Context: an optimization exercise on an open-source flow, tuned for small area, a short achievable clock period and few clock cycles per item. The choices shown serve that exercise and are no tape-out recipe.
No functional check of the RTL was part of any run shown here.
Power is estimated from default activity; no workload was simulated.

**flow/flow/run.sh**
```bash
#!/bin/bash
set -euo pipefail
bash standard.sh SETUP_SLACK_MARGIN=8.5 finish > standard_flow.log 2>&1
```
**flow/standard.sh**
```bash
#!/bin/bash
# synth_recipe.tcl (not shown) runs the flow's synth.tcl, then flattens the netlist and writes it again
# the make line also repeats each setting of config.mk as NAME=value (left out here)
make -C /OpenROAD-flow-scripts/flow DESIGN_CONFIG=/design/flow/config.mk WORK_HOME=/design/flow/orfs CLKGATE_MAP_FILE= SYNTH_SCRIPT=/design/flow/synth_recipe.tcl "${@:-finish}"
```
**flow/config.mk**
```make
export PLATFORM = sky130hd
export DESIGN_NAME = alu_datapath
export DESIGN_NICKNAME = alu_datapath
export VERILOG_FILES = /design/flow/design.v
export SDC_FILE = /design/flow/constraint.sdc
export NUM_CORES = 4
export LEC_CHECK = 0
export CAP_MARGIN = 20
export CORE_MARGIN = 2
export CORE_UTILIZATION = 60
export SLEW_MARGIN = 20
```
**flow/constraint.sdc**
```tcl
create_clock -name core_clock -period 13.0 [get_ports {clock}]
set_input_delay 2.6000 -clock core_clock [delete_from_list [all_inputs] [get_ports {clock}]]
set_output_delay 2.6000 -clock core_clock [all_outputs]
set_load 0.01 [all_outputs]
```
**flow/design.v**
```verilog
`default_nettype none
package alu_types_pkg;
	typedef logic [32-1:0] word_t;
	typedef logic [2*32-1:0] dword_t;
	typedef enum logic [3:0] {
		OP_AND  = 4'd0,
		OP_OR   = 4'd1,
		OP_NEG  = 4'd2,
		OP_NOT  = 4'd3,
		OP_ADD  = 4'd4,
		OP_SUB  = 4'd5,
		OP_MUL  = 4'd6,
		OP_DIV  = 4'd7,
		OP_SHR  = 4'd8,
		OP_SHRA = 4'd9,
		OP_SHL  = 4'd10,
		OP_ROR  = 4'd11,
		OP_ROL  = 4'd12
	} alu_op_t;
	typedef struct packed {
		alu_op_t op;
		word_t   y;
		word_t   b;
	} operand_s;
endpackage
`default_nettype wire
`default_nettype none
package alu_ctrl_pkg;
	typedef enum logic [1:0] {
		DIV_IDLE,
		DIV_PREP,
		DIV_ITER,
		DIV_FIX
	} div_state_t;
	typedef struct packed {
		logic [32-1:0] hi;
		logic [32-1:0] lo;
	} result_s;
endpackage
`default_nettype wire
`timescale 1ns/1ps
`default_nettype none
module alu_datapath (
	input  wire        clock,
	input  wire        rst_n,
	input  wire [31:0] bus,
	input  wire        y_in,
	input  wire        start,
	input  wire [3:0]  op,
	output wire [31:0] z_hi,
	output wire [31:0] z_lo,
	output logic       done,
	output logic       busy
);
	localparam int SW = 36;    
	localparam logic [3:0] OP_AND = 4'd0, OP_OR = 4'd1, OP_NEG = 4'd2, OP_NOT = 4'd3,
		OP_ADD = 4'd4, OP_SUB = 4'd5, OP_MUL = 4'd6, OP_DIV = 4'd7,
		OP_SHR = 4'd8, OP_SHRA = 4'd9, OP_SHL = 4'd10, OP_ROR = 4'd11, OP_ROL = 4'd12;
	logic [31:0] y_q;       
	logic        ypend;     
	logic [31:0] b_q;       
	logic [3:0]  op_q;
	logic        v_s;       
	logic        p_div;     
	logic        st_mul, st_p2, st_dit, st_fin;
	logic [4:0]  cnt;
	logic [31:0] a_q;       
	logic [31:0] q_q;       
	logic [1:0]  dg_one, dg_two, dg_neg;    
	logic        neg_q, neg_r;
	logic        triv_q;    
	logic        bz_q;      
	logic [63:0] z_q;
	wire take     = start & ~busy;
	wire mul_last = st_mul & (cnt == 5'd7);
	wire mul_prel = st_mul & (cnt == 5'd6);
	wire div_last = st_dit & (cnt == 5'd31);
	wire [31:0] ax_src = st_fin ? q_q : y_q;
	wire        ax_inv = st_fin ? neg_q : ((op_q == OP_NEG) | (p_div & y_q[31]));
	wire [31:0] ax = ax_src ^ {32{ax_inv}};
	wire [31:0] aw = (op_q == OP_ADD) ? b_q : ((op_q == OP_SUB) ? ~b_q : 32'd0);
	wire        acin = (op_q == OP_SUB) | ax_inv;
	wire [32:0] addr_w = {ax, 1'b1} + {aw, acin};
	wire [31:0] addr = addr_w[32:1];
	wire        sh_left = st_p2 | (op_q == OP_SHL) | (op_q == OP_ROL);
	wire [31:0] sh_src = st_p2 ? q_q : y_q;
	wire [4:0]  sh_amt = st_p2 ? cnt : b_q[4:0];
	wire [5:0]  mk_amt = {st_p2 & triv_q, sh_amt};    
	wire [31:0] sh_x = sh_left ? {sh_src[0], sh_src[31:1]} : sh_src;
	wire [4:0]  sh_r = sh_amt ^ {5{sh_left}};
	logic [31:0] rot;
	always_comb begin
		rot = sh_x;
		for (int i = 0; i < 5; i++) begin
			if (sh_r[i]) rot = (rot >> (1 << i)) | (rot << (32 - (1 << i)));
		end
	end
	wire [31:0] lomask = mk_amt[5] ? 32'hffffffff : ~(32'hffffffff << mk_amt[4:0]);
	wire [31:0] himask = ~(32'hffffffff >> sh_amt);
	wire [31:0] sh_lo = rot & lomask;
	wire [31:0] sh_shl = rot & ~lomask;
	wire [31:0] sh_shr = rot & ~himask;
	wire [31:0] sh_shra = sh_shr | (himask & {32{y_q[31]}});
	logic [31:0] sres;
	always_comb begin
		case (op_q)
			OP_AND:  sres = y_q & b_q;
			OP_OR:   sres = y_q | b_q;
			OP_NOT:  sres = ~y_q;
			OP_NEG, OP_ADD, OP_SUB, OP_DIV: sres = addr;
			OP_SHR:  sres = sh_shr;
			OP_SHRA: sres = sh_shra;
			OP_SHL:  sres = sh_shl;
			OP_ROR, OP_ROL: sres = rot;
			default: sres = 32'd0;
		endcase
	end
	wire fin_add = st_fin & a_q[31];
	wire one0 = (dg_one[0] & st_mul) | st_dit | p_div | fin_add;
	wire two0 = dg_two[0] & st_mul;
	wire neg0 = (dg_neg[0] & st_mul) | (st_dit & ~a_q[31]) | (p_div & b_q[31]) | (fin_add & neg_r);
	wire one1 = dg_one[1] & st_mul;
	wire two1 = dg_two[1] & st_mul;
	wire neg1 = dg_neg[1] & st_mul;
	wire [33:0] m34 = {{2{b_q[31] & ~(st_dit | st_fin)}}, b_q};
	logic [SW-1:0] ain;
	always_comb begin
		if (st_mul)      ain = (cnt == 5'd0) ? '0 : {{(SW-32){a_q[31]}}, a_q};
		else if (st_dit) ain = {{(SW-33){a_q[31]}}, a_q, q_q[31]};
		else if (st_fin) ain = {{(SW-32){a_q[31]}}, a_q} ^ {SW{neg_r}};
		else             ain = '0;
	end
	wire [33:0] mag0 = (one0 ? m34 : (two0 ? {m34[32:0], 1'b0} : 34'd0)) ^ {34{neg0}};
	wire [33:0] mag1 = (one1 ? m34 : (two1 ? {m34[32:0], 1'b0} : 34'd0)) ^ {34{neg1}};
	wire [SW-1:0] r1 = {{(SW-34){mag0[33]}}, mag0};
	wire [SW-1:0] r2 = {mag1, {2{neg1}}};
	wire [SW-1:0] cs_s = ain ^ r1 ^ r2;
	wire [SW-1:0] cs_c = (ain & r1) | (ain & r2) | (r1 & r2);
	wire          cin = neg1 | (st_fin & neg_r);
	wire [SW:0]   sum_w = {cs_s, 1'b1} + {cs_c[SW-2:0], neg0, cin};
	wire [SW-1:0] sum = sum_w[SW:1];
	wire t_neg = sum[SW-1];
	function automatic [2:0] booth(input [2:0] g);    
		booth = {g[1] ^ g[0], (g == 3'b011) | (g == 3'b100), g[2] & ~(g[1] & g[0])};
	endfunction
	wire [31:0] mq = (cnt == 5'd0) ? y_q : q_q;
	wire [3:0]  y_nx = ypend ? b_q[3:0] : y_q[3:0];
	wire [4:0] dsrc = busy ? mq[7:3] : {y_nx, 1'b0};
	wire [2:0] dn0 = booth(dsrc[2:0]);
	wire [2:0] dn1 = booth(dsrc[4:2]);
	function automatic [4:0] lsb31(input [31:0] x);
		logic [30:0] t;
		t = x[30:0] ^ x[31:1];
		lsb31 = 5'd31;
		for (int i = 0; i < 31; i++) begin
			if (t[i]) lsb31 = 5'(30 - i);
		end
	endfunction
	wire [4:0] ls_a = lsb31(y_q);
	wire [4:0] ls_d = lsb31(b_q);
	wire [6:0] kval = 7'd31 + {2'b0, ls_a} - {2'b0, ls_d} - {6'd0, y_q[31]};    
	wire bz   = (b_q == 32'd0);
	wire triv = bz | (~kval[6] & kval[5]);
	wire [4:0] kcl = kval[6] ? 5'd0 : kval[4:0];
	always_ff @(posedge clock or negedge rst_n) begin
		if (!rst_n) begin
			y_q   <= '0;
			ypend <= 1'b0;
		end else begin
			if (y_in & ~take) y_q <= bus;
			else if (ypend)   y_q <= b_q;
			ypend <= y_in & take;
		end
	end
	always_ff @(posedge clock) begin
		if (!busy) begin
			b_q  <= bus;
			op_q <= op;
		end else if (p_div) begin
			b_q <= sum[31:0];
		end
	end
	always_ff @(posedge clock or negedge rst_n) begin
		if (!rst_n) begin
			v_s    <= 1'b0;
			p_div  <= 1'b0;
			st_mul <= 1'b0;
			st_p2  <= 1'b0;
			st_dit <= 1'b0;
			st_fin <= 1'b0;
			busy   <= 1'b0;
			done   <= 1'b0;
		end else begin
			v_s    <= take & (op != OP_MUL) & (op != OP_DIV);
			p_div  <= take & (op == OP_DIV);
			st_mul <= (take & (op == OP_MUL)) | (st_mul & ~mul_last);
			st_p2  <= p_div;
			st_dit <= (st_p2 & ~triv_q) | (st_dit & ~div_last);
			st_fin <= div_last | (st_p2 & triv_q);
			if (take) busy <= (op == OP_MUL) | (op == OP_DIV);
			else if ((st_p2 & triv_q) | mul_prel | div_last) busy <= 1'b0;
			done   <= v_s | mul_last | st_fin;
		end
	end
	always_ff @(posedge clock) begin
		if (!busy) cnt <= 5'd0;
		else if (p_div) cnt <= triv ? 5'd0 : kcl;
		else if (st_mul | st_dit) cnt <= cnt + 5'd1;
		if (p_div) begin
			neg_q  <= (y_q[31] ^ b_q[31]) | bz;
			neg_r  <= y_q[31];
			triv_q <= triv;
			bz_q   <= bz;
		end
		if (!busy | st_mul) begin
			dg_one <= {dn1[2], dn0[2]};
			dg_two <= {dn1[1], dn0[1]};
			dg_neg <= {dn1[0], dn0[0]};
		end
		if (st_mul | st_dit) a_q <= st_mul ? sum[35:4] : sum[31:0];
		else if (st_p2) a_q <= sh_lo;
		if (p_div) q_q <= addr;
		else if (st_mul) q_q <= {sum[3:0], mq[31:4]};
		else if (st_p2) q_q <= {sh_shl[31:1], sh_shl[0] | bz_q};
		else if (st_dit) q_q <= {q_q[30:0], ~t_neg};
	end
	wire [31:0] zh_d = mul_last ? sum[35:4] : (st_fin ? sum[31:0] : 32'd0);
	wire [31:0] zl_d = mul_last ? {sum[3:0], q_q[31:4]} : sres;
	wire zload = v_s | mul_last | st_fin;
	always_ff @(posedge clock or negedge rst_n) begin
		if (!rst_n) z_q <= '0;
		else if (zload) z_q <= {zh_d, zl_d};
	end
	assign z_hi = z_q[63:32];
	assign z_lo = z_q[31:0];
endmodule
`default_nettype wire
```
==> impl_metrics.prom, run 1 <==
# TYPE chip_impl_metric gauge
chip_impl_info{name="outcome",value="did not finish"} 1
chip_impl_info{name="outcome.stop_stage",value="global routing (5_1_grt)"} 1
chip_impl_info{name="tool.error",value="[ERROR GRT-0232] Routing congestion too high. Check the congestion heatmap in the GUI."} 1
chip_impl_info{name="synth_top_area_cell",value="edfxtp_1"} 1
chip_impl_metric{name="place_hpwl",unit="um"} 95940
chip_impl_metric{name="syn_nets",unit=""} 3368
chip_impl_metric{name="numClockSinks",unit=""} 220
chip_impl_metric{name="postSynthRegisterBits",unit=""} 220
chip_impl_metric{name="cts-hold-fix-buffers",unit=""} 0
chip_impl_info{name="top_cells_by_area_in_the_synthesized_netlist",value="edfxtp_1, dfrtp_1, mux2i_1"} 1
chip_impl_metric{name="synth_cells",unit=""} 3187
chip_impl_metric{name="synth.yosys.seq_area_share",unit="%"} 23.99
chip_impl_metric{name="synth_top_area_share",unit="%"} 13.14
chip_impl_metric{name="ctsHtreeMaxLevel",unit=""} 1
chip_impl_metric{name="standard_cell_rows",unit=""} 74
chip_impl_metric{name="dpl_worst_slack",unit="ns"} 6.561
chip_impl_metric{name="cts-buffers-inserted",unit=""} 29
chip_impl_metric{name="synthesis.area_per_instance",unit="sq um"} 7.886
chip_impl_info{name="yosys.cell_count.top_type",value="nand2_1"} 1
chip_impl_metric{name="gr-usage-all-layers",unit="%"} 87.25
chip_impl_metric{name="cts-root-to-sink-buffers",unit=""} 3
chip_impl_metric{name="start_util",unit="%"} 61.14
chip_impl_metric{name="yosysUniqueCellTypes",unit=""} 90
chip_impl_metric{name="share_of_synthesized_registers_carrying_an_async_set_or_reset",unit="%"} 47.73
chip_impl_metric{name="synth-edff-count",unit=""} 110
chip_impl_metric{name="mappedNetlistArea",unit="sq um"} 25130
chip_impl_metric{name="die-width",unit="um"} 208.7
chip_impl_metric{name="io_buffer_count",unit=""} 105
chip_impl_metric{name="post-place-cells",unit=""} 3631
chip_impl_metric{name="floorplan.io_pins",unit=""} 106
chip_impl_info{name="synthTopCellsByCount",value="nand2_1, a21oi_1, nor2_1"} 1
chip_impl_metric{name="grt_max_degree",unit=""} 84
chip_impl_metric{name="number_of_warnings_reported_in_the_yosys_synthesis_log",unit=""} 1
chip_impl_info{name="root_buffer",value="clkbuf_16"} 1
chip_impl_metric{name="grt.overflow.total",unit=""} 885
chip_impl_info{name="synthFlopType",value="edfxtp_1"} 1
chip_impl_metric{name="dieHeight",unit="um"} 208.7
chip_impl_metric{name="gp_congestion",unit=""} 1.159
==> metal layers <==
layer	overflow	track usage, %
met3	97	78.43
met1	66	88.68
met2	441	98.20
met5	10	54.17
met4	271	81.95
==> power groups by stage <==
stage | clock network (mW) | logic [mW] | registers, mW
after floorplan | 0 | 0.164 | 0.761
after global placement | 0 | 0.271 | 0.780
after detailed placement | 0 | 0.277 | 0.780
after CTS | 0.855 | 0.293 | 0.767
==> repair_timing <==
item / CTS
resized for setup: 382
setup buffers: 152
endpoints found under the setup margin: 158
pin swaps: 112
cloned: 16
==> kinds of logic after synthesis <==
group | Yosys count | share of synthesized area, %
simple gates | 951 | 16.63
flops | 220 | 23.99
xor+xnor | 189 | 6.735
compound gates | 1036 | 27.32
buf+inv | 389 | 5.994
fa+ha+maj | 141 | 8.154
mux | 261 | 11.17
==> worst min path at each step <==
stage / start / end / slack (ns) / depth (start not counted)
after CTS: z_q[28] / z_q[28] / 0.50 / 1
after detailed placement: z_q[28] / z_q[28] / 0.49 / 1
after global placement: z_q[10] / z_q[10] / 0.48 / 2
after floorplan: cnt[4] / cnt[4] / 0.48 / 2
==> metrics by stage <==
| stage | power [mW] | instance area, sq um | hold WS (ns) | utilization (%) |
|---|---|---|---|---|
| detailed placement | 1.057 | 26620 | 0.4902 | 64.76 |
| CTS | 1.915 | 31170 | 0.5039 | 75.83 |
| floorplan | 0.9250 | 25290 | 0.4850 | - |
| global placement | 1.050 | 26600 | 0.4798 | 64.70 |
==> run 2, diff against run 1 <==
--- a/flow/config.mk
+++ b/flow/config.mk
@@ -8,4 +8,4 @@
 export CAP_MARGIN = 20
 export CORE_MARGIN = 2
-export CORE_UTILIZATION = 60
+export CORE_UTILIZATION = 45
 export SLEW_MARGIN = 20
==> run 2 against run 1 <==
The run now finishes clean. Synthesized cell count is the same. Area after synthesis is the same.
==> impl_metrics.prom, run 2 <==
# TYPE chip_impl_metric gauge
chip_impl_metric{name="postSynthRegisterBits",unit=""} 220
chip_impl_metric{name="cts-buffers-inserted",unit=""} 31
chip_impl_metric{name="die-width",unit="um"} 240.3
chip_impl_info{name="synth_top_area_cell",value="edfxtp_1"} 1
chip_impl_metric{name="timing.final.max_slew_violations",unit=""} 0
chip_impl_metric{name="final_net_count",unit=""} 3502
chip_impl_info{name="top_register",value="z_q"} 1
chip_impl_metric{name="cts-root-to-sink-buffers",unit=""} 3
chip_impl_metric{name="clkTransAtPathRegs",unit="ns"} 0.07
chip_impl_metric{name="wl_per_cell",unit="um"} 36.19
chip_impl_metric{name="first_pass_grt_wire_length",unit="um"} 202900
chip_impl_metric{name="wl",unit="um"} 148300
chip_impl_info{name="final_cell_mix",value="nand2_1, a21oi_1, nor2_1"} 1
chip_impl_info{name="synthFlopType",value="edfxtp_1"} 1
chip_impl_metric{name="cts-hold-fix-buffers",unit=""} 0
chip_impl_metric{name="regToRegSetupSlack",unit="ns"} 8.04
chip_impl_metric{name="hold_path_depth",unit=""} 2
chip_impl_metric{name="timing.max_cap.violations",unit=""} 0
chip_impl_metric{name="largest_register_ff_count",unit=""} 64
chip_impl_info{name="layout_commonest_cell",value="nand2_1"} 1
chip_impl_metric{name="drc",unit=""} 0
chip_impl_metric{name="ctsHtreeMaxLevel",unit=""} 1
chip_impl_metric{name="antenna_found_initial",unit=""} 12
chip_impl_metric{name="start_util",unit="%"} 45.53
chip_impl_metric{name="powerDensity",unit="nW/um^2"} 61.76
chip_impl_metric{name="mean_number_of_vias_per_cell",unit=""} 7.232
chip_impl_metric{name="share_of_synthesized_registers_carrying_an_async_set_or_reset",unit="%"} 47.73
chip_impl_info{name="root_buffer",value="clkbuf_16"} 1
chip_impl_metric{name="finalHoldViolCount",unit=""} 0
chip_impl_metric{name="via_count_of_the_first_global_routing_pass",unit=""} 27490
chip_impl_metric{name="gr-usage-all-layers",unit="%"} 49.04
chip_impl_info{name="worst_hold_endpoint",value="z_q[0]"} 1
chip_impl_info{name="min_from",value="z_q[0]"} 1
chip_impl_info{name="synthTopCellsByCount",value="nand2_1, a21oi_1, nor2_1"} 1
chip_impl_metric{name="floorplan.io_pins",unit=""} 106
chip_impl_info{name="r2r-start",value="a_q[31]"} 1
chip_impl_metric{name="layout-drive-gt1-share",unit="%"} 24.78
chip_impl_metric{name="synth_cells",unit=""} 3187
chip_impl_metric{name="timing_worst_slew_pin_value",unit="ns"} 1.291
chip_impl_metric{name="detailedRoute.firstIterationViolations",unit=""} 4690
chip_impl_metric{name="synthesis.area_per_instance",unit="sq um"} 7.886
chip_impl_info{name="cp-start-kind",value="flip-flop"} 1
chip_impl_metric{name="critical_path_peak_fanout",unit=""} 8
chip_impl_metric{name="io_buffer_count",unit=""} 105
chip_impl_info{name="rsz0062_at_grt",value="true"} 1
chip_impl_metric{name="fp.dieArea",unit="sq um"} 57760
chip_impl_metric{name="standard_cell_rows",unit=""} 86
chip_impl_metric{name="firstDrtPassIters",unit=""} 6
chip_impl_metric{name="slew-limit-headroom",unit="%"} 13.93
chip_impl_info{name="outcome",value="finished clean"} 1
chip_impl_metric{name="reg2regPathDepth",unit=""} 20
chip_impl_metric{name="crit_required",unit="ns"} 13.37
chip_impl_metric{name="synth-edff-count",unit=""} 110
chip_impl_metric{name="area_growth_syn_to_layout",unit="%"} 30.92
chip_impl_info{name="setup.worst_path.start",value="a_q[31]"} 1
chip_impl_metric{name="dieHeight",unit="um"} 240.3
chip_impl_metric{name="finalSetupViolCount",unit=""} 0
chip_impl_info{name="timing_worst_setup_path_type",value="flip-flop to flip-flop"} 1
chip_impl_metric{name="numClockSinks",unit=""} 220
chip_impl_metric{name="mappedNetlistArea",unit="sq um"} 25130
chip_impl_metric{name="num_vias",unit=""} 29640
chip_impl_metric{name="syn_nets",unit=""} 3368
chip_impl_metric{name="setup-tns-final",unit="ns"} 0
chip_impl_metric{name="post_route_skew",unit="ns"} 0.02384
chip_impl_metric{name="vdd_ir_drop_max",unit="uV"} 112.3
chip_impl_metric{name="synth.yosys.seq_area_share",unit="%"} 23.99
chip_impl_metric{name="gp_congestion",unit=""} 1.059
chip_impl_metric{name="fraction_of_the_cycle_the_final_worst_path_needs",unit="%"} 38.12
chip_impl_metric{name="max_freq",unit="MHz"} 201.8
chip_impl_metric{name="grt_max_degree",unit=""} 66
chip_impl_metric{name="core_region_area",unit="sq um"} 55200
chip_impl_metric{name="timing.final.crit_period",unit="ns"} 4.956
chip_impl_info{name="yosys.cell_count.top_type",value="nand2_1"} 1
chip_impl_metric{name="critical_path_arrival",unit="ns"} 5.33
chip_impl_metric{name="synth_top_area_share",unit="%"} 13.14
chip_impl_metric{name="route.antenna.remaining_nets",unit=""} 0
chip_impl_info{name="cp-end-kind",value="flip-flop"} 1
chip_impl_info{name="holdCritPathClass",value="flip-flop to flip-flop"} 1
chip_impl_metric{name="clkLatencyLatePin",unit="ns"} 0.63
chip_impl_metric{name="place_hpwl",unit="um"} 97070
chip_impl_metric{name="yosysUniqueCellTypes",unit=""} 90
chip_impl_info{name="reg2reg_to",value="a_q[30]"} 1
chip_impl_metric{name="power.leakage",unit="nW"} 12.90
chip_impl_metric{name="fin_total_pwr",unit="mW"} 2.032
chip_impl_metric{name="number_of_warnings_reported_in_the_yosys_synthesis_log",unit=""} 1
chip_impl_info{name="tritoncts_clock_tree",value="yes"} 1
chip_impl_metric{name="grt.overflow.total",unit=""} 0
chip_impl_info{name="top_cells_by_area_in_the_synthesized_netlist",value="edfxtp_1, dfrtp_1, mux2i_1"} 1
==> run 2: cell counts after synthesis <==
No cell type changed its count.
==> run 2: power by group <==
group	internal (mW)	total (mW)	switching, mW
sequential	0.738	0.787	0.0492
combinational	0.119	0.313	0.194
clock	0.543	0.932	0.390
==> run 2: how the worst max path moves through the flow <==
stage                     slack, ns       to  cells after the start
after global placement         6.41  a_q[18]                     18
after floorplan                8.45   q_q[0]                     19
after detailed placement       6.40  a_q[23]                     18
after global routing           7.94  a_q[30]                     20
after CTS                      8.21  a_q[23]                     19
final                          8.04  a_q[30]                     20
==> run 2: through the flow <==
stage | instances | setup slack (ns) | hold WS [ns] | cell area (sq um) | utilization [%]
after floorplan | 3187 | 8.446 | 0.4850 | 25290 | -
after global placement | 3830 | 6.412 | 0.4688 | 26760 | 48.48
after detailed placement | 3830 | 6.403 | 0.4853 | 26760 | 48.48
after CTS | 4022 | 8.209 | 0.4981 | 30940 | 56.04
after global routing | 4095 | 7.940 | 0.5310 | 32900 | 59.60
final | 4098 | 8.044 | 0.5049 | 32910 | 59.61
==> run 2: cell families after synthesis <==
family | count (synthesis) | synth area share (%)
fa+ha+maj | 141 | 8.154
flops | 220 | 23.99
buf+inv | 389 | 5.994
simple gates | 951 | 16.63
compound gates | 1036 | 27.32
xor+xnor | 189 | 6.735
mux | 261 | 11.17
==> run 2: metal layers <==
layer / global-route usage, % / vias up / wire length (um)
met2: 73.05 / 2560 / 61500
li1: - / 12030 / -
met5: 0 / - / 112
met1: 60.65 / 14270 / 52530
met3: 16.44 / 756 / 20590
met4: 31.24 / 16 / 13550
==> run 2: layout make-up <==
class / count / area [sq um]
inverters: 108 / 434.2
flip-flops and latches: 220 / 6063
clock inverters: 15 / 146.4
well taps: 748 / 935.9
multi-input cells: 2580 / 20520
clock buffers: 43 / 934.6
fillers: 4789 / 22300
repair buffers: 380 / 3859
diodes: 4 / 10.01
==> run 2: critical path: stages, from the launching register on <==
cell       delay (ns)
edfxtp_1         0.53
buf_4            0.20
nand2_2          0.09
nand3_4          0.20
buf_6            0.20
clkbuf_16        0.18
a21oi_2          0.19
xnor2_2          0.17
fa_1             0.51
ha_4             0.30
a21oi_4          0.13
nor2_1           0.08
a211oi_2         0.15
buf_4            0.16
o211ai_1         0.13
a221oi_2         0.41
a21boi_2         0.16
a31oi_4          0.24
a21o_1           0.27
mux2i_1          0.26
a22oi_1          0.11
==> run 2: timing repair <==
action                     CTS  global route
gates resized for setup    375           246
buffers inserted           122            65
pin swaps                  133           159
setup endpoints to repair  164           117
cloned                      12             7

port drivers added, routing unchanged:
The results above use ideal ports. As a check the final layout listed here was re-extracted and re-timed, cells and wires unchanged. Step 1 assumes that a clkbuf_16 drives the clock port and a buf_2 every other input. Step 2 times the ports against the registers' clock, not the clock port: input delays grow and output delays shrink by t, the midpoint of the rising clock arrivals with the driver on. Slacks: ideal / step 1 / step 2; pairs: ideal / step 1.
run: run 2
t (ns): 0.686
setup WS [ns]: 8.044 / 8.044 / 8.044
worst setup path at the end: register to register
After both steps run 2 still meets setup and hold. The setup slack of run 2 moves by 0.000 ns with the drivers and by 0.000 ns with both steps.
